This is an optimization exercise on Yosys and OpenROAD, whose aim is small area and a short achievable clock period, not a production implementation. In this exercise RTL edits were held to simulation tests only and were not proved equivalent to the original. Power figures rest on the tool's default switching activity, not on a simulated workload.

==> flow/design.v, too long to show whole: its modules and the start of the top module <==
// module cpu_alu_shifter: 48 lines
// module cpu_alu_mux2i: 8 lines
// module cpu_alu: 875 lines
// module cpu_alu_benc: 10 lines
// module cpu_alu_bpp: 11 lines
// module cpu_alu_benc2: 16 lines
// module cpu_alu_bpp2: 18 lines
// module cpu_alu_bppbit: 10 lines
// module cpu_alu_fa: 10 lines
// module cpu_alu_ha: 9 lines
// module cpu_alu_cpa: 972 lines
// module cpu_alu_nand2: 3 lines
// module cpu_alu_nor2: 3 lines
// module cpu_alu_xnor2: 3 lines
// module cpu_alu_inv: 3 lines
// module cpu_alu_aoi21: 3 lines
// module cpu_alu_oai21: 3 lines
// module cpu_alu_maj3i: 3 lines
// module cpu_alu_xor2: 3 lines
// module cpu_alu_o22ai: 4 lines
// module cpu_alu_a222oi: 4 lines
// module cpu_alu_and2: 3 lines
// module cpu_alu_mux2: 3 lines
module cpu_alu #(
    parameter int WIDTH = pkg_cpu_alu::ALU_WIDTH
) (
    input  logic             clk,
    input  logic             rst,
    input  logic             in_valid,
    input  logic [WIDTH-1:0] a,
    input  logic [WIDTH-1:0] b,
    input  logic [3:0]       oper,
    input  logic [3:0]       flags_in,
    output logic             out_valid,
    output logic [WIDTH-1:0] result,
    output logic [3:0]       flags_out
);
  // ...
==> flow/flow/run.sh <==
#!/bin/bash
# Standard layout, except that the port buffers are plain buf_2 cells instead of the
# resizer's default choice.
set -e
export BUFFER_PORTS_ARGS="-buffer_cell sky130_fd_sc_hd__buf_2"
bash standard.sh > standard.log 2>&1
==> flow/standard.sh <==
#!/bin/bash
# synth_recipe.tcl (not shown) runs the flow's synth.tcl, then flattens the netlist and writes it again
# the make line also repeats each setting of config.mk as NAME=value (left out here)
make -C /OpenROAD-flow-scripts/flow DESIGN_CONFIG=/design/flow/config.mk WORK_HOME=/design/flow/orfs CLKGATE_MAP_FILE= SYNTH_SCRIPT=/design/flow/synth_recipe.tcl "${@:-finish}"
==> flow/config.mk <==
export PLATFORM = sky130hd
export DESIGN_NAME = cpu_alu
export DESIGN_NICKNAME = cpu_alu
export VERILOG_FILES = /design/flow/design.v
export SDC_FILE = /design/flow/constraint.sdc
export NUM_CORES = 4
export LEC_CHECK = 0
export CAP_MARGIN = 20
export CORE_MARGIN = 2
export CORE_UTILIZATION = 70
export SETUP_SLACK_MARGIN = 3.3
export SLEW_MARGIN = 20
export SYNTH_HIERARCHICAL = 1
==> flow/constraint.sdc <==
create_clock -name core_clock -period 11.0 [get_ports {clk}]
set_input_delay 2.2000 -clock core_clock [delete_from_list [all_inputs] [get_ports {clk}]]
set_output_delay 2.2000 -clock core_clock [all_outputs]
set_load 0.01 [all_outputs]
==> flow_metrics.tcl, run 1 <==
set metrics [dict create \
    wl_met3_um 9820 \
    yosys_warnings 9 \
    netlist_top_cells_count "mux2i_1, xnor2_1, o22ai_1, fa_1, nand2_1" \
    slew_violations 0 \
    drc_errors 0 \
    area_growth_syn_to_layout_pct 15.2 \
    top_power_group "combinational logic" \
    status "no timing/DRC/antenna violations" \
    largestRegisters "r_result (32), r_flags (3), r_valid (1)" \
    worst_pin_slew_ps 1090 \
    port_buffers 109 \
    numCtsBuffers 5 \
    ant_nets 0 \
    drive_gt1_frac 0.172 \
    totalPowerFinal_mw 4.82 \
    grt_use_total 0.470 \
    seq_cell_count 36 \
    grt_pass1_wl_um 102000 \
    critPathLaunch "a[7]" \
    min-delay-start "rst" \
    pre_cts_ws_ps 1400 \
    cts_buffer_depth 2 \
    slowest_stage "xor2_1" \
    ioPinCount 112 \
    ys.flop_type "dfxtp_1" \
    power_clock_mw 0.168 \
]
==> run 2, diff against run 1 <==
--- a/flow/config.mk
+++ b/flow/config.mk
@@ -7,7 +7,7 @@
 export LEC_CHECK = 0
 export CAP_MARGIN = 20
 export CORE_MARGIN = 2
-export CORE_UTILIZATION = 70
-export SETUP_SLACK_MARGIN = 3.3
+export CORE_UTILIZATION = 65
+export SETUP_SLACK_MARGIN = 3.2
 export SLEW_MARGIN = 20
 export SYNTH_HIERARCHICAL = 1
==> flow_metrics.tcl, run 2 <==
set metrics [dict create \
    end_kind "flip-flop" \
    grt_max_degree 66 \
    syn_area_mm2 0.0184 \
    synth_area_leaders "fa_1, mux2i_1, xnor2_1, o22ai_1, xor2_1" \
    min_path_cells 2 \
    grt_use_total 0.442 \
    fill_cells 2083 \
    start_kind "input port" \
    worst-endpoint-arrival_ps 7890 \
    antenna_found_initial 0 \
    synth-simple-area-share 0.0839 \
    cts_buffer_depth 2 \
    synthMuxAreaShare 0.193 \
    power.leakage_nw 8.67 \
    dp_hpwl_um 49000 \
    comb_power_share 0.919 \
    ys_seq_elements 36 \
    n_antenna_cell 0 \
    std_cell_rows 61 \
    ioPinCount 112 \
    whs_endpoint "r_valid$_DFF_P_" \
    place_area_mm2 0.0196 \
    maxSlewHeadroom 0.280 \
    synth_sequential_area_ratio 0.0392 \
    synth_top_family_by_area "adder cells" \
    fin_area_mm2 0.0208 \
    cts-htree-levels 2 \
    cap_violations 0 \
    synthAdderAreaFrac 0.252 \
    critPathMaxFanout 14 \
    die-area_mm2 0.0297 \
    synth-edff-count 0 \
    routed_wl_um 68000 \
    initial_core_util 0.660 \
    core_mm2 0.0279 \
    hold_viol 0 \
    finalNetCount 2523 \
    slew_violations 0 \
    required_ps 11170 \
    die_h_um 172 \
    synthDominantCellAreaShare 0.228 \
    gp_congestion 1.03 \
    p_per_area_mw_per_mm2 218 \
    yosys_warnings 9 \
    vias 18300 \
    synthXorXnorAreaFrac 0.215 \
    worst_pin_slew_ps 1080 \
    worstSetupPathType "input port to flip-flop" \
    layout_common_cells "mux2i_1, xnor2_1, o22ai_1" \
    clock_power_share 0.039 \
    p_seq_frac 0.042 \
    holdCritPathClass "input port to flip-flop" \
    gr-usage-met3 0.0964 \
    yosysUniqueCellTypes 72 \
    multi_input_comb_area_mm2 0.0178 \
    peakVddDrop_mv 0.433 \
    synth-compound-area-share 0.183 \
    port_buffers 109 \
    largestRegisters "r_result (32), r_flags (3), r_valid (1)" \
    routed_via_density 7.07 \
    setup_viol 0 \
    synth_area_leader_cell "fa_1" \
    period_minus_slack_ps 7720 \
    clkTransAtPathRegs_ps 70 \
    drc_errors 0 \
    ys.flop_type "dfxtp_1" \
    drt_iter0_drc 2713 \
    clock-sinks 36 \
    gr-usage-met2 0.686 \
    switchingPower_mw 2.53 \
    largest_reg_flops 32 \
    dr.pass1.iters 10 \
    synthMostInstantiatedCell "mux2i_1" \
    timing.setup.tns_ps 0 \
    grt_pass1_wl_um 99200 \
    numCtsBuffers 5 \
    area_growth_syn_to_layout_pct 13.1 \
    grt_remaining_overflow 0 \
    cts_tree "done" \
    hold_buffers 0 \
    cts_root_buffer "clkbuf_16" \
    totalPowerFinal_mw 4.55 \
    rsz0062_at_grt "yes" \
    synth.avg_cell_area_um2 8.92 \
    netlist_top_cells_count "mux2i_1, xnor2_1, o22ai_1, fa_1, nand2_1" \
    async_reset_ff_frac 0 \
    seqCellArea_um2 721 \
    grt_pass1_vias 17500 \
    min-delay-start "rst" \
    p_int_mw 2.02 \
    utilization 0.747 \
    die_w_um 172 \
    swShare 0.557 \
    busiest_layer "met2" \
    fmax_mhz 130 \
    layout_commonest_cell "mux2i_1" \
    largest_register "r_result" \
    post_drt_wl_per_cell_um 26.3 \
    finalCritPeriodShare 0.702 \
    ant_nets 0 \
    status "no timing/DRC/antenna violations" \
    drive_gt1_frac 0.153 \
    synthCells 2062 \
    grt.met1_usage 0.578 \
]
[run 2: metal layers]
metal | vias to the layer above | routed length, µm
li1 | 7750 | -
met1 | 8740 | 25900
met2 | 1456 | 29400
met3 | 304 | 8170
met4 | 0 | 4540
met5 | - | 0
[run 2: area by class of cell]
| type | count | share of cell area |
|---|---|---|
| inverter | 112 | 0.0202 |
| tap | 378 | 0.0227 |
| timing repair buffer | 161 | 0.0573 |
| clock buffer | 7 | 0.00733 |
| clock inverter | 1 | 0.00144 |
| sequential | 36 | 0.0346 |
| multi-input combinational | 1888 | 0.856 |
[run 2: what timing repair did]
item,in CTS,in global routing
resized for setup,71,92
hold endpoints to repair,0,0
pin swaps,8,8
gates cloned,0,3
setup buffers,4,12
setup endpoints to repair,14,5
[run 2: how the worst max path moves through the flow]
stage	start	depth (start not counted)	end	slack (ps)
after floorplan	oper[3]	19	r_flags[2]$_DFF_P_	3050
after global routing	b[5]	24	r_flags[2]$_DFF_P_	3120
after detailed placement	b[3]	22	r_flags[2]$_DFF_P_	1590
after CTS	b[1]	24	r_flags[2]$_DFF_P_	3130
final	a[10]	23	r_flags[2]$_DFF_P_	3280
after global placement	b[3]	22	r_flags[2]$_DFF_P_	1720
[run 2: kinds of logic (layout without fill, tap and decap cells)]
group / after synthesis / after routing
xor+xnor: 451 / 451
compound gates: 489 / 489
fa+ha+maj: 245 / 245
other cells: 1 / 4
mux: 353 / 353
buf+inv: 143 / 281
flops: 36 / 36
simple gates: 344 / 346
[run 2: metrics by stage]
step           std cells  setup slack, ps  hold slack (ps)
2_1_floorplan       2065             3050             2270
3_3_place_gp        2554             1720             2360
3_5_place_dp        2555             1590             2370
4_1_cts             2567             3130             2060
5_1_grt             2583             3120             2070
6_report            2583             3280             2060
[run 2: Yosys stat by module, one instance, submodules excluded, a selection]
module,cell area (µm²),cells
cpu_alu_o22ai,6.26,1
cpu_alu_mux2i,10.0,1
cpu_alu_cpa,120,32
cpu_alu_shifter,1460,220
cpu_alu_a222oi,10.0,1
cpu_alu_xnor2,8.76,1
cpu_alu_aoi21,8.76,1
cpu_alu_fa,20.0,1
cpu_alu_nor2,3.75,1
cpu_alu_inv,3.75,1
cpu_alu_oai21,5.00,1
cpu_alu_xor2,8.76,1
cpu_alu_ha,12.5,1
cpu_alu_maj3i,18.8,3
[run 2: critical path, cell delays in order]
cell     delay [ps]
buf_2           480
xnor2_1         220
o22ai_2         240
fa_1            470
fa_1            430
fa_1            530
fa_1            490
mux2i_2         280
xor2_2          300
nand2_1         160
nor2_1          210
nand2_1          80
o21ai_1         150
buf_4           190
inv_1           120
o21ai_4         280
a21oi_2         130
o21ai_2         240
a21oi_2         110
inv_1            90
and3b_1         170
a21oi_1         200
o31ai_1          90
[run 2: power groups by stage]
stage	Clock [mW]	Combinational, mW	Sequential, mW
final	0.178	4.18	0.192
after global routing	0.185	4.44	0.198
after CTS	0.180	3.82	0.193
after detailed placement	0	3.72	0.195
after global placement	0	3.61	0.193
after floorplan	0	2.41	0.223
==> run 3, diff against run 2 <==
--- a/flow/config.mk
+++ b/flow/config.mk
@@ -8,6 +8,6 @@
 export CAP_MARGIN = 20
 export CORE_MARGIN = 2
 export CORE_UTILIZATION = 65
-export SETUP_SLACK_MARGIN = 3.2
+export SETUP_SLACK_MARGIN = 3.4
 export SLEW_MARGIN = 20
 export SYNTH_HIERARCHICAL = 1
==> flow_metrics.tcl, run 3 <==
set metrics [dict create \
    status "no timing/DRC/antenna violations" \
    cts_buffer_depth 2 \
    cts_root_buffer "clkbuf_16" \
    cpMostUsedCell "fa_1" \
    vias 18900 \
    critPathMaxStageDelay_ps 520 \
    routed_wl_um 72300 \
    ys.flop_type "dfxtp_1" \
    end_kind "flip-flop" \
    utilization 0.776 \
    drc_errors 0 \
    synth-edff-count 0 \
    finalCritPeriodShare 0.689 \
    clock-sinks 36 \
    cts_tree "done" \
    largestRegisters "r_result (32), r_flags (3), r_valid (1)" \
    clkTransAtPathRegs_ps 70 \
    post_drt_wl_per_cell_um 27.6 \
    worstSetupPathType "input port to flip-flop" \
    start_kind "input port" \
    worst-endpoint-arrival_ps 7760 \
    area_growth_syn_to_layout_pct 17.5 \
    cts-htree-levels 2 \
    std_cell_rows 61 \
    yosys_warnings 9 \
    synth_area_leaders "fa_1, mux2i_1, xnor2_1, o22ai_1, xor2_1" \
    timing.setup.tns_ps 0 \
    power.leakage_nw 8.96 \
    fill_cells 1928 \
    synth_area_leader_cell "fa_1" \
    ant_nets 0 \
    required_ps 11180 \
    setup_viol 0 \
    hold_buffers 0 \
    gp_congestion 1.00 \
    yosysUniqueCellTypes 72 \
    fmax_mhz 132 \
    largest_reg_flops 32 \
    die-area_mm2 0.0297 \
    antenna_found_initial 0 \
    rsz0062_at_grt "no" \
    initial_core_util 0.660 \
    synth_sequential_area_ratio 0.0392 \
    slew_violations 0 \
    dp_hpwl_um 49500 \
    ys_seq_elements 36 \
    ioPinCount 112 \
    dr.pass1.iters 9 \
    grt_use_total 0.467 \
    finalWorstSetupSlack_ps 3420 \
    grt_max_degree 66 \
    grt_remaining_overflow 0 \
    worstPathCellList "clkbuf_4, xnor2_4, buf_12, o22ai_1, fa_1, fa_1, fa_1, fa_1, mux2i_4, xor2_2, nand2_1, nor2_1, nand2_1, o21ai_1, buf_4, inv_1, o21ai_4, a21oi_4, o21ai_2, a21oi_2, inv_1, and3b_1, a21oi_2, o31ai_1" \
    grt_pass1_wl_um 104000 \
    grt_pass1_vias 17800 \
    maxSlewHeadroom 0.0922 \
    die_h_um 172 \
    routed_via_density 7.21 \
    critPathMaxFanout 21 \
    finalNetCount 2554 \
    netlist_top_cells_count "mux2i_1, xnor2_1, o22ai_1, fa_1, nand2_1" \
    synthMostInstantiatedCell "mux2i_1" \
    hold_viol 0 \
    slowest_stage "fa_1" \
    period_minus_slack_ps 7580 \
    largest_register "r_result" \
    drive_gt1_frac 0.176 \
    die_w_um 172 \
    worst_pin_slew_ps 1360 \
    holdCritPathClass "input port to flip-flop" \
    port_buffers 109 \
    p_per_area_mw_per_mm2 214 \
    core_mm2 0.0279 \
    numCtsBuffers 5 \
    synthCells 2062 \
    drt_iter0_drc 3285 \
    cap_violations 0 \
    layout_commonest_cell "mux2i_1" \
    peakVddDrop_mv 0.556 \
    async_reset_ff_frac 0 \
    pre_cts_ws_ps 1540 \
    syn_area_mm2 0.0184 \
    layout_common_cells "mux2i_1, xnor2_1, o22ai_1" \
    synth.avg_cell_area_um2 8.92 \
    synthDominantCellAreaShare 0.228 \
]
[run 3: changes by cell type in the layout (fill, tap and decap cells not counted), moves of 6 or more]
cell,change
buf_2,-12
clkbuf_4,+6
buf_4,+18
o22ai_1,-12
o22ai_2,+12
xnor2_1,-8
xnor2_4,+11
[run 3: worst paths after layout]
kind	cells after the start	startpoint	slack, ps	endpoint
worst min-delay path	2	rst	2040	r_valid$_DFF_P_
worst max-delay path	24	b[0]	3420	r_flags[2]$_DFF_P_
[run 3: worst max-delay path: cells and delay by family]
| family | cells | cell delay [ps] |
|---|---|---|
| adders and majority gates | 4 | 1880 |
| muxes | 1 | 250 |
| and+or+nand+nor | 4 | 670 |
| xor gates and xnor gates | 2 | 670 |
| AOI/OAI and AO/OA | 8 | 1220 |
| buffers and inverters | 5 | 850 |
[run 3: what timing repair did]
action                                  in CTS  in global routing
setup buffers                               10                 28
gates resized for setup                     99                136
pin swaps                                   16                 23
hold endpoints to repair                     0                  0
endpoints found under the setup margin      14                  9
cloned                                       7                  5
[run 3: area by class of cell]
cell class | instances | area (µm²) | share of cell area
antenna | 1 | 2.50 | 0.000116
clock buffer | 6 | 129 | 0.00596
clock inverter | 1 | 5.00 | 0.000232
inverter | 112 | 420 | 0.0195
multi-input combinational | 1895 | 18400 | 0.849
sequential | 36 | 721 | 0.0333
tap | 378 | 473 | 0.0219
timing repair buffer | 185 | 1510 | 0.0700
[run 3: where the power goes]
group          internal [mW]  leakage [nW]  switching [mW]
Sequential             0.182         0.301         0.00987
Combinational           1.80          8.59            2.50
Clock                 0.0826        0.0667          0.0632
Total                   2.07          8.96            2.57
[run 3: through the flow]
stage / instance area, µm² / instances / hold slack (ps) / power, mW
floorplan: 18600 / 2065 / 2270 / 2.64
global placement: 19700 / 2556 / 2360 / 3.66
detailed placement: 19700 / 2556 / 2370 / 3.78
CTS: 20500 / 2580 / 2040 / 4.07
global route: 21600 / 2613 / 2040 / 4.96
finish: 21600 / 2614 / 2040 / 4.64
[run 3: logic make-up after synthesis]
logic type,Yosys count,synth area share
AO/OA/AOI/OAI,489,0.183
XOR/XNOR,451,0.215
multiplexers,353,0.193
AND/OR/NAND/NOR,344,0.0839
adder cells (fa/ha/maj),245,0.252
buffers and inverters,143,0.0339
flip-flops,36,0.0392
other,1,0.000204
[run 3: modules after synthesis (local to each module, per instance), excerpt]
| module | cell area, µm² | flip-flops and latches |
|---|---|---|
| cpu_alu_a222oi | 10.0 | 0 |
| cpu_alu_o22ai | 6.26 | 0 |
| cpu_alu_shifter | 1460 | 0 |
| cpu_alu | 1370 | 36 |
| cpu_alu_xnor2 | 8.76 | 0 |
| cpu_alu_xor2 | 8.76 | 0 |
| cpu_alu_nor2 | 3.75 | 0 |
| cpu_alu_ha | 12.5 | 0 |
| cpu_alu_aoi21 | 8.76 | 0 |
| cpu_alu_mux2i | 10.0 | 0 |
[run 3: per-layer routing]
layer,wire length [µm],GRT usage,vias to the layer above,share of wire
li1,-,-,7838,-
met5,0,0,-,0
met1,25800,0.597,8922,0.36
met4,5700,0.298,0,0.079
met3,10200,0.116,429,0.14
met2,30500,0.706,1671,0.42
==> run 4, diff against run 3 <==
--- a/flow/config.mk
+++ b/flow/config.mk
@@ -8,6 +8,6 @@
 export CAP_MARGIN = 20
 export CORE_MARGIN = 2
 export CORE_UTILIZATION = 65
-export SETUP_SLACK_MARGIN = 3.4
+export SETUP_SLACK_MARGIN = 3.1
 export SLEW_MARGIN = 20
 export SYNTH_HIERARCHICAL = 1
==> flow_metrics.tcl, run 4 <==
set metrics [dict create \
    initial_core_util 0.660 \
    wl_met2_um 28900 \
    wl_met3_um 9210 \
    dr.pass1.iters 9 \
    start_kind "input port" \
    layout_commonest_cell "mux2i_1" \
    worst-endpoint-arrival_ps 7980 \
    synth-edff-count 0 \
    p_seq_frac 0.041 \
    synthDominantCellAreaShare 0.228 \
    largest_reg_flops 32 \
    comb_power_share 0.921 \
    clock_power_share 0.038 \
    power.leakage_nw 8.71 \
    hold_viol 0 \
    synthAdderAreaFrac 0.252 \
    largest_register "r_result" \
    fmax_mhz 128 \
    peakVddDrop_mv 0.434 \
    synth-compound-area-share 0.183 \
    period_minus_slack_ps 7820 \
    clkTransAtPathRegs_ps 60 \
    die-area_mm2 0.0297 \
    hold_buffers 0 \
    synth-simple-area-share 0.0839 \
    synth.avg_cell_area_um2 8.92 \
    grt_max_degree 66 \
    wl_met1_um 25300 \
    ys_seq_elements 36 \
    async_reset_ff_frac 0 \
    core_mm2 0.0279 \
    switchingPower_mw 2.61 \
    cts_root_buffer "clkbuf_16" \
    vias 18500 \
    ant_nets 0 \
    finalNetCount 2545 \
    utilization 0.747 \
    netlist_top_cells_count "mux2i_1, xnor2_1, o22ai_1, fa_1, nand2_1" \
    ioPinCount 112 \
    drive_gt1_frac 0.154 \
    top_layer_used "met4" \
    pre_cts_ws_ps 1680 \
    synthCells 2062 \
    grt_pass1_vias 17400 \
    timing.setup.tns_ps 0 \
    std_cell_rows 61 \
    worst_pin_slew_ps 1110 \
    yosysUniqueCellTypes 72 \
    clock-sinks 36 \
    cap_violations 0 \
    routed_via_density 7.09 \
    grt_remaining_overflow 0 \
    swShare 0.559 \
    layout_common_cells "mux2i_1, xnor2_1, o22ai_1" \
    worstSetupPathType "input port to flip-flop" \
    synth_area_leaders "fa_1, mux2i_1, xnor2_1, o22ai_1, xor2_1" \
    required_ps 11160 \
    syn_area_mm2 0.0184 \
    synthMuxAreaShare 0.193 \
    yosys_warnings 9 \
    numCtsBuffers 5 \
    finalCritPeriodShare 0.711 \
    cts_tree "done" \
    synthMostInstantiatedCell "mux2i_1" \
    grt_pass1_wl_um 100000 \
    holdCritPathClass "input port to flip-flop" \
    routed_wl_um 68200 \
    port_buffers 109 \
    gp_congestion 0.998 \
    setup_viol 0 \
    die_w_um 172 \
    post_drt_wl_per_cell_um 26.2 \
    largestRegisters "r_result (32), r_flags (3), r_valid (1)" \
    drc_errors 0 \
    p_int_mw 2.06 \
    stdcell_count 2605 \
    ys.flop_type "dfxtp_1" \
    p_per_area_mw_per_mm2 225 \
    synth_top_family_by_area "adder cells" \
    cts-htree-levels 2 \
    rsz0062_at_grt "yes" \
    dp_hpwl_um 49600 \
    critPathMaxFanout 33 \
    die_h_um 172 \
    status "no timing/DRC/antenna violations" \
    slew_violations 0 \
    n_antenna_cell 0 \
    synth_area_leader_cell "fa_1" \
    synth_sequential_area_ratio 0.0392 \
    maxSlewHeadroom 0.260 \
    antenna_found_initial 0 \
    finalWorstSetupSlack_ps 3180 \
    dp.cells 2558 \
    end_kind "flip-flop" \
    drt_iter0_drc 2895 \
    grt_use_total 0.448 \
    synthXorXnorAreaFrac 0.215 \
    cts_buffer_depth 2 \
    area_growth_syn_to_layout_pct 13.1 \
]
## run 4: cell counts after synthesis
Identical to the previous run, type by type.
## run 4: power by group through the flow
stage                     clock, mW  sequential [mW]  combinational (mW)
after CTS                     0.178            0.192                3.88
final                         0.176            0.191                4.31
after global placement            0            0.193                3.71
after global routing          0.182            0.199                4.56
after detailed placement          0            0.194                3.83
after floorplan                   0            0.223                2.41
## run 4: final timing paths
check,startpoint,endpoint,slack [ps],cells past startpoint
min,rst,r_valid$_DFF_P_,2060,2
max,b[9],r_flags[2]$_DFF_P_,3180,22
## run 4: repair_timing
item	4_1_cts	5_1_grt
endpoints found under the setup margin	11	7
gates cloned	0	3
pin swaps	2	14
hold endpoints to repair	0	0
buffers inserted	5	30
resized for setup	54	71
## run 4: logic make-up (layout without fill, tap and decap cells)
kind of cell / after synthesis / after routing
AOI/OAI and AO/OA: 489 / 489
xor gates and xnor gates: 451 / 452
adders and majority gates: 245 / 245
buffers and inverters: 143 / 304
DFF: 36 / 36
muxes: 353 / 353
other: 1 / 4
and+or+nand+nor: 344 / 344
## run 4: cell type report
cell class                      count  area [µm²]
Fill cell                        2134        7040
Sequential cell                    36         721
Tap cell                          378         473
Clock inverter                      1        30.0
Clock buffer                        7         153
Timing Repair Buffer              184        1320
Multi-Input combinational cell   1887       17700
Inverter                          112         420
## run 4: through the flow
stage	hold slack [ps]	power, mW	cell area (µm²)
floorplan	2270	2.64	18500
global placement	2360	3.91	19600
detailed placement	2360	4.03	19600
CTS	2060	4.25	20100
global route	2080	4.94	20800
finish	2060	4.68	20800
## run 4: layer usage
metal / GRT usage / vias up
met5: 0 / -
met4: 0.243 / 0
met3: 0.107 / 331
met2: 0.682 / 1498
met1: 0.590 / 8849
li1: - / 7781
## run 4: modules after synthesis (local to each module, per instance), excerpt
module           cells  area (µm²)  flip-flops and latches  copies in the design
cpu_alu_mux2i        1        10.0                       0                   320
cpu_alu_xnor2        1        8.76                       0                   304
cpu_alu_aoi21        1        8.76                       0                    41
cpu_alu_maj3i        3        18.8                       0                     1
cpu_alu_and2         1        6.26                       0                    16
cpu_alu_fa           1        20.0                       0                   210
cpu_alu_o22ai        1        6.26                       0                   272
cpu_alu_xor2         1        8.76                       0                   144
cpu_alu_shifter    220        1460                       0                     1
cpu_alu_nor2         1        3.75                       0                    84
cpu_alu_ha           1        12.5                       0                    30
## run 4: critical path, cell delays in order
cell and delay [ps]:
buf_6 340, xnor2_1 240, nand2_4 250, o22ai_1 280, fa_1 480, fa_1 490, fa_1 390, fa_1 560
fa_1 510, mux2i_4 230, xor2_2 280, nand2_1 120, nor2_1 170, nand2_1 120, o21ai_4 270, a21oi_2 120
o21ai_2 220, a21oi_2 110, inv_1 90, and3b_1 170, a21oi_1 170, o31ai_1 90
==> run 5, diff against run 4 <==
--- a/flow/config.mk
+++ b/flow/config.mk
@@ -8,6 +8,6 @@
 export CAP_MARGIN = 20
 export CORE_MARGIN = 2
 export CORE_UTILIZATION = 65
-export SETUP_SLACK_MARGIN = 3.1
+export SETUP_SLACK_MARGIN = 3.3
 export SLEW_MARGIN = 20
 export SYNTH_HIERARCHICAL = 1
==> flow_metrics.tcl, run 5 <==
set metrics [dict create \
    cpMostUsedCell "fa_1" \
    synthDominantCellAreaShare 0.228 \
    die_h_um 172 \
    grt_remaining_overflow 0 \
    ys_seq_elements 36 \
    die_w_um 172 \
    ant_nets 0 \
    cts_root_buffer "clkbuf_16" \
    numCtsBuffers 5 \
    routed_wl_um 67300 \
    min-delay-start "rst" \
    synthMostInstantiatedCell "mux2i_1" \
    die-area_mm2 0.0297 \
    slowest_stage "buf_2" \
    grt_use_total 0.441 \
    critPathMaxFanout 16 \
    largestRegisters "r_result (32), r_flags (3), r_valid (1)" \
    p_seq_frac 0.041 \
    fmax_mhz 131 \
    n_antenna_cell 0 \
    largest_register "r_result" \
    clock-sinks 36 \
    async_reset_ff_frac 0 \
    fin_hold_ws_ps 2070 \
    post_drt_wl_per_cell_um 25.9 \
    setup_viol 0 \
    p_int_mw 2.07 \
    ys.flop_type "dfxtp_1" \
    yosys_warnings 9 \
    timing.setup.tns_ps 0 \
    initial_core_util 0.660 \
    worstPathCellList "buf_2, xnor2_1, o22ai_1, fa_1, fa_1, fa_1, fa_1, fa_1, fa_1, mux2i_1, xor2_2, a222oi_1, nand2_1, nor2_1, nand2_1, nor2_1, nand2_1, nor2_1, mux2_2" \
    period_minus_slack_ps 7620 \
    vias 18200 \
    clkTransAtPathRegs_ps 60 \
    finalWorstSetupSlack_ps 3380 \
    worst_pin_slew_ps 1440 \
    power.leakage_nw 8.68 \
    synth-edff-count 0 \
    rsz0062_at_grt "yes" \
    cts-htree-levels 2 \
    pre_cts_ws_ps 1690 \
    layout_commonest_cell "mux2i_1" \
    synth_area_leader_cell "fa_1" \
    std_cell_rows 61 \
    port_buffers 109 \
    swShare 0.558 \
    synth_sequential_area_ratio 0.0392 \
    peakVddDrop_mv 0.470 \
    hold_viol 0 \
    cap_violations 0 \
    required_ps 11220 \
    dp_hpwl_um 49000 \
    gp_congestion 1.01 \
    synth_area_leaders "fa_1, mux2i_1, xnor2_1, o22ai_1, xor2_1" \
    maxSlewHeadroom 0.0364 \
    slew_violations 0 \
    synthCells 2062 \
    switchingPower_mw 2.61 \
    critPathMaxStageDelay_ps 560 \
    cp.buffers_inverters 1 \
    holdCritPathClass "input port to flip-flop" \
    syn_area_mm2 0.0184 \
    drt_iter0_drc 2681 \
    grt_pass1_vias 17200 \
    finalNetCount 2533 \
    drc_errors 0 \
    drive_gt1_frac 0.153 \
    start_kind "input port" \
    area_growth_syn_to_layout_pct 13.3 \
    yosysUniqueCellTypes 72 \
    p_per_area_mw_per_mm2 225 \
    end_kind "flip-flop" \
    core_mm2 0.0279 \
    critPathLaunch "a[7]" \
    grt_max_degree 66 \
    largest_reg_flops 32 \
    dr.pass1.iters 9 \
    comb_power_share 0.922 \
    cts_buffer_depth 2 \
    cp_top_family "adder cells" \
    layout_common_cells "mux2i_1, xnor2_1, o22ai_1" \
    netlist_top_cells_count "mux2i_1, xnor2_1, o22ai_1, fa_1, nand2_1" \
    finalCritPeriodShare 0.693 \
    routed_via_density 7.03 \
    status "no timing/DRC/antenna violations" \
    grt_pass1_wl_um 98700 \
    clock_power_share 0.037 \
    worstSetupPathType "input port to flip-flop" \
    antenna_found_initial 0 \
    ioPinCount 112 \
    synth.avg_cell_area_um2 8.92 \
    cts_tree "done" \
    worst-endpoint-arrival_ps 7840 \
]
run 5: final timing paths:
check                           endpoint  slack (ps)  cells after the start
worst min-delay path     r_valid$_DFF_P_        2070                      2
worst max-delay path  r_flags[0]$_DFF_P_        3380                     19
run 5: layout make-up:
type                    instances  area, µm²
flip-flops and latches         36        721
fillers                      2130       7020
well taps                     378        473
repair buffers                172       1270
clock buffers                   7        153
clock inverters                 1       30.0
inverters                     112        420
multi-input cells            1887      17800
run 5: repair_timing:
| item | 4_1_cts | 5_1_grt |
|---|---|---|
| endpoints found under the setup margin | 15 | 6 |
| hold buffers | 0 | 0 |
| pin swaps | 10 | 11 |
| setup buffers | 12 | 14 |
| gates cloned | 0 | 2 |
| resized for setup | 70 | 82 |
run 5: metrics by stage:
step           instances  total power [mW]  area, µm²   util
6_report            2593              4.68      20800  0.748
5_1_grt             2593              5.00      20800  0.748
4_1_cts             2577              4.33      20300  0.727
3_5_place_dp        2557              4.01      19600  0.705
3_3_place_gp        2556              3.86      19600  0.704
2_1_floorplan       2065              2.64      18500      -
run 5: power by group through the flow:
| stage | Sequential (mW) | Clock, mW | Combinational, mW |
|---|---|---|---|
| 3_5_place_dp | 0.194 | 0 | 3.81 |
| 2_1_floorplan | 0.223 | 0 | 2.41 |
| 4_1_cts | 0.192 | 0.178 | 3.96 |
| 6_report | 0.192 | 0.175 | 4.32 |
| 5_1_grt | 0.199 | 0.183 | 4.61 |
| 3_3_place_gp | 0.194 | 0 | 3.67 |
run 5: modules after synthesis, one instance, submodules excluded, excerpt:
module          cells inside  copies in the design
cpu_alu_xor2               1                   144
cpu_alu_xnor2              1                   304
cpu_alu_cpa               32                     1
cpu_alu_and2               1                    16
cpu_alu_a222oi             1                    32
cpu_alu_oai21              1                    25
cpu_alu_nor2               1                    84
run 5: metal layers:
metal / GRT usage / share of wire / vias to the layer above
li1: - / - / 7758
met1: 0.575 / 0.37 / 8799
met2: 0.704 / 0.45 / 1376
met3: 0.0769 / 0.12 / 292
met4: 0.233 / 0.065 / 0
met5: 0 / 0 / -
run 5: cell families after synthesis:
family	count (synthesis)	synth area share
AO/OA/AOI/OAI	489	0.183
XOR/XNOR	451	0.215
multiplexers	353	0.193
AND/OR/NAND/NOR	344	0.0839
adder cells (fa/ha/maj)	245	0.252
buffers and inverters	143	0.0339
flip-flops	36	0.0392
other	1	0.000204
==> run 6, diff against run 5 <==
--- a/flow/config.mk
+++ b/flow/config.mk
@@ -8,6 +8,7 @@
 export CAP_MARGIN = 20
 export CORE_MARGIN = 2
 export CORE_UTILIZATION = 65
+export PLACE_DENSITY = 0.72
 export SETUP_SLACK_MARGIN = 3.3
 export SLEW_MARGIN = 20
 export SYNTH_HIERARCHICAL = 1
==> flow_metrics.tcl, run 6 <==
set metrics [dict create \
    timing.setup.tns_ps 0 \
    cap_violations 0 \
    hold_viol 0 \
    area_growth_syn_to_layout_pct 14.7 \
    fmax_mhz 131 \
    clkTransAtPathRegs_ps 70 \
    crit_cells 20 \
    std_cell_rows 61 \
    finalNetCount 2551 \
    gr-usage-met3 0.111 \
    largest_register "r_result" \
    synth.avg_cell_area_um2 8.92 \
    busiest_layer "met2" \
    status "no timing/DRC/antenna violations" \
    die_w_um 172 \
    synth_sequential_area_ratio 0.0392 \
    critPathMaxFanout 10 \
    grt_pass1_vias 17900 \
    cts_root_buffer "clkbuf_16" \
    rsz0062_at_grt "yes" \
    period_minus_slack_ps 7660 \
    yosys_warnings 9 \
    layout_common_cells "mux2i_1, xnor2_1, o22ai_1" \
    clock-sinks 36 \
    ioPinCount 112 \
    worst-endpoint-arrival_ps 7840 \
    core_mm2 0.0279 \
    worstPathCellList "clkbuf_4, buf_4, xnor2_1, o22ai_1, fa_1, fa_1, fa_1, fa_1, fa_1, mux2i_1, xor2_2, nand2_1, nor2_1, a21oi_4, o21ai_4, a21oi_2, inv_1, and3b_1, a21oi_2, o31ai_1" \
    ys.flop_type "dfxtp_1" \
    cpMostUsedCell "fa_1" \
    post_drt_wl_per_cell_um 26.7 \
    hold_buffers 0 \
    worstSetupPathType "input port to flip-flop" \
    vias 18600 \
    peakVddDrop_mv 0.394 \
    gr-usage-met2 0.706 \
    fin_area_mm2 0.0211 \
    netlist_top_cells_count "mux2i_1, xnor2_1, o22ai_1, fa_1, nand2_1" \
    port_buffers 109 \
    routed_wl_um 69800 \
    grt_pass1_wl_um 103000 \
    largestRegisters "r_result (32), r_flags (3), r_valid (1)" \
    cp_top_family "adder cells" \
    cts_buffer_depth 2 \
    fill_cells 2041 \
    antenna_found_initial 2 \
    grt_remaining_overflow 0 \
    finalCritPeriodShare 0.696 \
    numCtsBuffers 5 \
    ant_nets 0 \
    slowest_stage "fa_1" \
    die-area_mm2 0.0297 \
    layout_commonest_cell "mux2i_1" \
    synthCells 2062 \
    gp_congestion 1.01 \
    dp_hpwl_um 49600 \
    synth_area_leader_cell "fa_1" \
    holdCritPathClass "input port to flip-flop" \
    drive_gt1_frac 0.170 \
    worst_pin_slew_ps 1090 \
    cts-htree-levels 2 \
    start_kind "input port" \
    cp.buffers_inverters 3 \
    initial_core_util 0.660 \
    synthDominantCellAreaShare 0.228 \
    end_kind "flip-flop" \
    setup_viol 0 \
    dr.pass1.iters 8 \
    min_path_cells 2 \
    async_reset_ff_frac 0 \
    routed_via_density 7.12 \
    largest_reg_flops 32 \
    fin_hold_ws_ps 2040 \
    synth_area_leaders "fa_1, mux2i_1, xnor2_1, o22ai_1, xor2_1" \
    power.leakage_nw 8.79 \
    p_per_area_mw_per_mm2 219 \
    critPathMaxStageDelay_ps 600 \
    synth-edff-count 0 \
    slew_violations 0 \
    grt_max_degree 66 \
    ys_seq_elements 36 \
    yosysUniqueCellTypes 72 \
    grt.met1_usage 0.599 \
    maxSlewHeadroom 0.271 \
    utilization 0.758 \
    grt_use_total 0.464 \
    synthMostInstantiatedCell "mux2i_1" \
    cts_tree "done" \
    drc_errors 0 \
    drt_iter0_drc 2795 \
    syn_area_mm2 0.0184 \
    required_ps 11190 \
    place_area_mm2 0.0197 \
    die_h_um 172 \
]
run 6: repair_timing:
item	in CTS	in global routing
setup endpoints to repair	14	7
endpoints found under the hold margin	0	0
pin swaps	17	5
setup buffers	24	7
gates cloned	4	3
resized for setup	94	84
run 6: layout make-up:
type / instances / area (µm²) / area share
antenna: 1 / 2.50 / 0.000119
multi-input combinational: 1892 / 18000 / 0.853
sequential: 36 / 721 / 0.0341
tap: 378 / 473 / 0.0224
clock buffer: 5 / 125 / 0.00593
inverter: 112 / 420 / 0.0199
clock inverter: 3 / 42.5 / 0.00202
timing repair buffer: 185 / 1320 / 0.0624
run 6: metrics by stage:
stage                     std cells  worst slack, ps  total power [mW]
final                          2612             3340              4.63
after global routing           2611             3230              4.92
after CTS                      2601             3300              4.19
after detailed placement       2565             1520              3.84
after global placement         2565             1640              3.71
after floorplan                2065             3110              2.64
run 6: cells by family after synthesis:
family	after synthesis	synth area share
AO/OA/AOI/OAI	489	0.183
XOR/XNOR	451	0.215
adder cells (fa/ha/maj)	245	0.252
buffers and inverters	143	0.0339
flip-flops	36	0.0392
multiplexers	353	0.193
other	1	0.000204
AND/OR/NAND/NOR	344	0.0839
run 6: metal layers:
metal  vias to the layer above  routed length, µm
li1                       7806                  -
met1                      8893              25600
met2                      1534              30000
met3                       360               8970
met4                         2               5260
met5                         -                 18
run 6: modules after synthesis, one instance, submodules excluded, excerpt:
module / cells inside / area, µm² / flip-flops and latches / copies in the design
cpu_alu: 116 / 1370 / 36 / 1
cpu_alu_aoi21: 1 / 8.76 / 0 / 41
cpu_alu_inv: 1 / 3.75 / 0 / 72
cpu_alu_maj3i: 3 / 18.8 / 0 / 1
cpu_alu_oai21: 1 / 5.00 / 0 / 25
cpu_alu_shifter: 220 / 1460 / 0 / 1
cpu_alu_xnor2: 1 / 8.76 / 0 / 304
run 6: power by group:
part	total, mW	switching, mW	internal, mW
logic	4.26	2.50	1.77
clock network	0.175	0.0685	0.107
registers	0.191	0.00963	0.181
total	4.63	2.57	2.05
run 6: path summary, 6_finish.rpt:
kind | startpoint | to | slack [ps]
max | a[0] | r_flags[2]$_DFF_P_ | 3340
min | rst | r_valid$_DFF_P_ | 2040
==> run 7, diff against run 6 <==
==> flow/flow/run.sh (replaced) <==
#!/bin/bash
# Standard layout, except that the port buffers are plain buf_4 cells instead of the
# resizer's default choice.
set -e
export BUFFER_PORTS_ARGS="-buffer_cell sky130_fd_sc_hd__buf_4"
bash standard.sh > standard.log 2>&1
--- a/flow/config.mk
+++ b/flow/config.mk
@@ -8,7 +8,6 @@
 export CAP_MARGIN = 20
 export CORE_MARGIN = 2
 export CORE_UTILIZATION = 65
-export PLACE_DENSITY = 0.72
 export SETUP_SLACK_MARGIN = 3.3
 export SLEW_MARGIN = 20
 export SYNTH_HIERARCHICAL = 1
==> flow_metrics.tcl, run 7 <==
set metrics [dict create \
    status "no timing/DRC/antenna violations" \
    die_h_um 172 \
    cpMostUsedCell "fa_1" \
    required_ps 11180 \
    drc_errors 0 \
    critPathMaxStageDelay_ps 550 \
    std_cell_rows 61 \
    port_buffers 109 \
    initial_core_util 0.660 \
    cts_buffer_depth 2 \
    numCtsBuffers 5 \
    grt_max_degree 66 \
    clock-sinks 36 \
    end_kind "flip-flop" \
    area_growth_syn_to_layout_pct 16.8 \
    wl_met3_um 9450 \
    synth-edff-count 0 \
    synthDominantCellAreaShare 0.228 \
    finalCritPeriodShare 0.701 \
    core_mm2 0.0279 \
    setup_viol 0 \
    ant_nets 0 \
    period_minus_slack_ps 7710 \
    cp_top_family "adder cells" \
    hold_buffers 0 \
    cts_root_buffer "clkbuf_16" \
    worstSetupPathType "input port to flip-flop" \
    cts_tree "done" \
    antenna_found_initial 0 \
    cap_violations 0 \
    post_drt_wl_per_cell_um 27.2 \
    layout_commonest_cell "mux2i_1" \
    ys.flop_type "dfxtp_1" \
    cp.buffers_inverters 2 \
    p_per_area_mw_per_mm2 218 \
    grt_remaining_overflow 0 \
    synth_area_leader_cell "fa_1" \
    routed_wl_um 70600 \
    finalNetCount 2534 \
    slowest_stage "fa_1" \
    place_area_mm2 0.0198 \
    gp_congestion 1.00 \
    start_kind "input port" \
    synth_area_leaders "fa_1, mux2i_1, xnor2_1, o22ai_1, xor2_1" \
    synthCells 2062 \
    synth.avg_cell_area_um2 8.92 \
    ys_seq_elements 36 \
    grt_pass1_wl_um 101000 \
    worstPathCellList "buf_16, xnor2_2, nand2_4, o22ai_1, ha_1, fa_1, fa_1, fa_1, fa_1, mux2i_2, xor2_2, nand2_1, nor2_2, nand2_1, o21ai_4, a21oi_2, o21ai_2, a21oi_2, inv_1, and3b_1, a21oi_1, o31ai_1" \
    wl_met2_um 30500 \
    fill_cells 1921 \
    synthMostInstantiatedCell "mux2i_1" \
    dp_hpwl_um 48800 \
    netlist_top_cells_count "mux2i_1, xnor2_1, o22ai_1, fa_1, nand2_1" \
    critPathMaxFanout 23 \
    dr.pass1.iters 10 \
    maxSlewHeadroom 0.265 \
    fmax_mhz 130 \
    worst_pin_slew_ps 1100 \
    drt_iter0_drc 3534 \
    grt_pass1_vias 17700 \
    ioPinCount 112 \
    die_w_um 172 \
    layout_common_cells "mux2i_1, xnor2_1, o22ai_1" \
    routed_via_density 7.22 \
    n_antenna_cell 0 \
    synth_sequential_area_ratio 0.0392 \
    fin_area_mm2 0.0215 \
    worst-endpoint-arrival_ps 7890 \
    largest_register "r_result" \
    power.leakage_nw 8.88 \
    top_layer_used "met4" \
    timing.setup.tns_ps 0 \
    slew_violations 0 \
    rsz0062_at_grt "no" \
    largest_reg_flops 32 \
    yosysUniqueCellTypes 72 \
    wl_met1_um 25800 \
    largestRegisters "r_result (32), r_flags (3), r_valid (1)" \
    yosys_warnings 9 \
    vias 18700 \
    cts-htree-levels 2 \
    async_reset_ff_frac 0 \
    peakVddDrop_mv 0.572 \
    grt_use_total 0.450 \
    hold_viol 0 \
    clkTransAtPathRegs_ps 70 \
    holdCritPathClass "input port to flip-flop" \
    syn_area_mm2 0.0184 \
    drive_gt1_frac 0.168 \
    die-area_mm2 0.0297 \
]
==> run 7: cell counts after synthesis <==
No cell type changed its count.
==> run 7: layer usage <==
metal | vias to the layer above | global-route usage
met5 | - | 0
met4 | 0 | 0.270
met3 | 387 | 0.0954
met2 | 1678 | 0.698
met1 | 8878 | 0.580
li1 | 7776 | -
==> run 7: area by class of cell <==
| class | instances | area, µm² | share of cell area |
|---|---|---|---|
| multi-input cells | 1893 | 18200 | 0.847 |
| repair buffers | 167 | 1530 | 0.0713 |
| flip-flops and latches | 36 | 721 | 0.0335 |
| well taps | 378 | 473 | 0.0220 |
| inverters | 112 | 420 | 0.0196 |
| clock buffers | 5 | 125 | 0.00582 |
| clock inverters | 3 | 18.8 | 0.000873 |
==> run 7: per-module statistics from Yosys (local to each module, per instance), a selection <==
module           cell area, µm²  copies in the design
cpu_alu                    1370                     1
cpu_alu_a222oi             10.0                    32
cpu_alu_aoi21              8.76                    41
cpu_alu_cpa                 120                     1
cpu_alu_fa                 20.0                   210
cpu_alu_ha                 12.5                    30
cpu_alu_maj3i              18.8                     1
cpu_alu_nand2              3.75                   141
cpu_alu_nor2               3.75                    84
cpu_alu_o22ai              6.26                   272
cpu_alu_shifter            1460                     1
cpu_alu_xnor2              8.76                   304
cpu_alu_xor2               8.76                   144
==> run 7: kinds of logic (layout without fill, tap and decap cells) <==
logic type | Yosys count | count (layout) | synth area share
muxes | 353 | 353 | 0.193
AOI/OAI and AO/OA | 489 | 489 | 0.183
DFF | 36 | 36 | 0.0392
adders and majority gates | 245 | 245 | 0.252
buffers and inverters | 143 | 287 | 0.0339
other | 1 | 4 | 0.000204
and+or+nand+nor | 344 | 350 | 0.0839
xor gates and xnor gates | 451 | 452 | 0.215
==> run 7: path summary, 6_finish.rpt <==
kind,end,depth (start not counted),startpoint
max,r_flags[2]$_DFF_P_,22,b[0]
min,r_valid$_DFF_P_,2,rst
==> run 7: repair_timing <==
item                                   in CTS  in global routing
resized for setup                          81                111
gates cloned                                1                  8
endpoints found under the hold margin       0                  0
pin swaps                                  13                 16
setup endpoints to repair                  16                  5
setup buffers                              15                 15
==> run 7: stage by stage <==
| step | hold slack (ps) | instances | setup WS [ps] | utilization | power, mW |
|---|---|---|---|---|---|
| 2_1_floorplan | 2270 | 2065 | 3110 | - | 2.64 |
| 3_3_place_gp | 2360 | 2545 | 1680 | 0.711 | 3.77 |
| 3_5_place_dp | 2360 | 2546 | 1560 | 0.712 | 3.92 |
| 4_1_cts | 2050 | 2570 | 3310 | 0.737 | 4.21 |
| 5_1_grt | 2050 | 2594 | 3250 | 0.772 | 4.97 |
| 6_report | 2050 | 2594 | 3290 | 0.772 | 4.69 |
==> run 7: where the power goes <==
part           switching, mW  total [mW]  internal (mW)
combinational           2.53        4.35           1.82
clock                 0.0630       0.147         0.0837
sequential            0.0134       0.195          0.182
total                   2.61        4.69           2.09

afterwards: timing with drivers on the ports:
The flow's constraints put no driver on any port. The routed layouts listed below were extracted and timed again, unchanged, in two steps.
Step 1 (the two cells are an assumption about what drives the block):
set clk [get_ports {clk}]
set_driving_cell -lib_cell sky130_fd_sc_hd__clkbuf_16 $clk
set_driving_cell -lib_cell sky130_fd_sc_hd__buf_2 [delete_from_list [all_inputs] $clk]
Step 2 adds t to the input delays and takes it off the output delays; t is the mean of the earliest and latest rising clock arrival at the registers after step 1. Input paths then give back, and output paths get back, about the clock's delay inside the block.
a / b / c = ideal / step 1 / step 2; a / b = the first two.
| run | t, ns | slack for setup (ns) | hold slack, ns | worst register clock-pin slew, ns | worst slew at a driven data input, ns |
|---|---|---|---|---|---|
| run 1 | 0.324 | 3.313 / 3.223 / 2.899 | 2.053 / 2.041 / 2.365 | 0.07 / 0.07 | 0.21 |
| run 2 | 0.323 | 3.282 / 3.282 / 2.959 | 2.059 / 2.041 / 2.364 | 0.07 / 0.07 | 0.06 |
| run 3 | 0.348 | 3.419 / 3.289 / 2.941 | 2.042 / 2.014 / 2.362 | 0.07 / 0.07 | 0.26 |
| run 4 | 0.322 | 3.178 / 3.180 / 2.859 | 2.061 / 2.046 / 2.367 | 0.06 / 0.06 | 0.05 |
| run 5 | 0.325 | 3.382 / 3.385 / 3.060 | 2.067 / 2.042 / 2.367 | 0.06 / 0.06 | 0.08 |
| run 6 | 0.344 | 3.345 / 3.361 / 3.018 | 2.042 / 2.017 / 2.361 | 0.07 / 0.07 | 0.13 |
| run 7 | 0.334 | 3.294 / 3.169 / 2.836 | 2.050 / 2.030 / 2.364 | 0.07 / 0.07 | 0.22 |
After both steps every run listed still meets setup and hold. The setup slack of run 3, which loses most, moves by -0.130 ns with the drivers and by -0.478 ns with both steps.
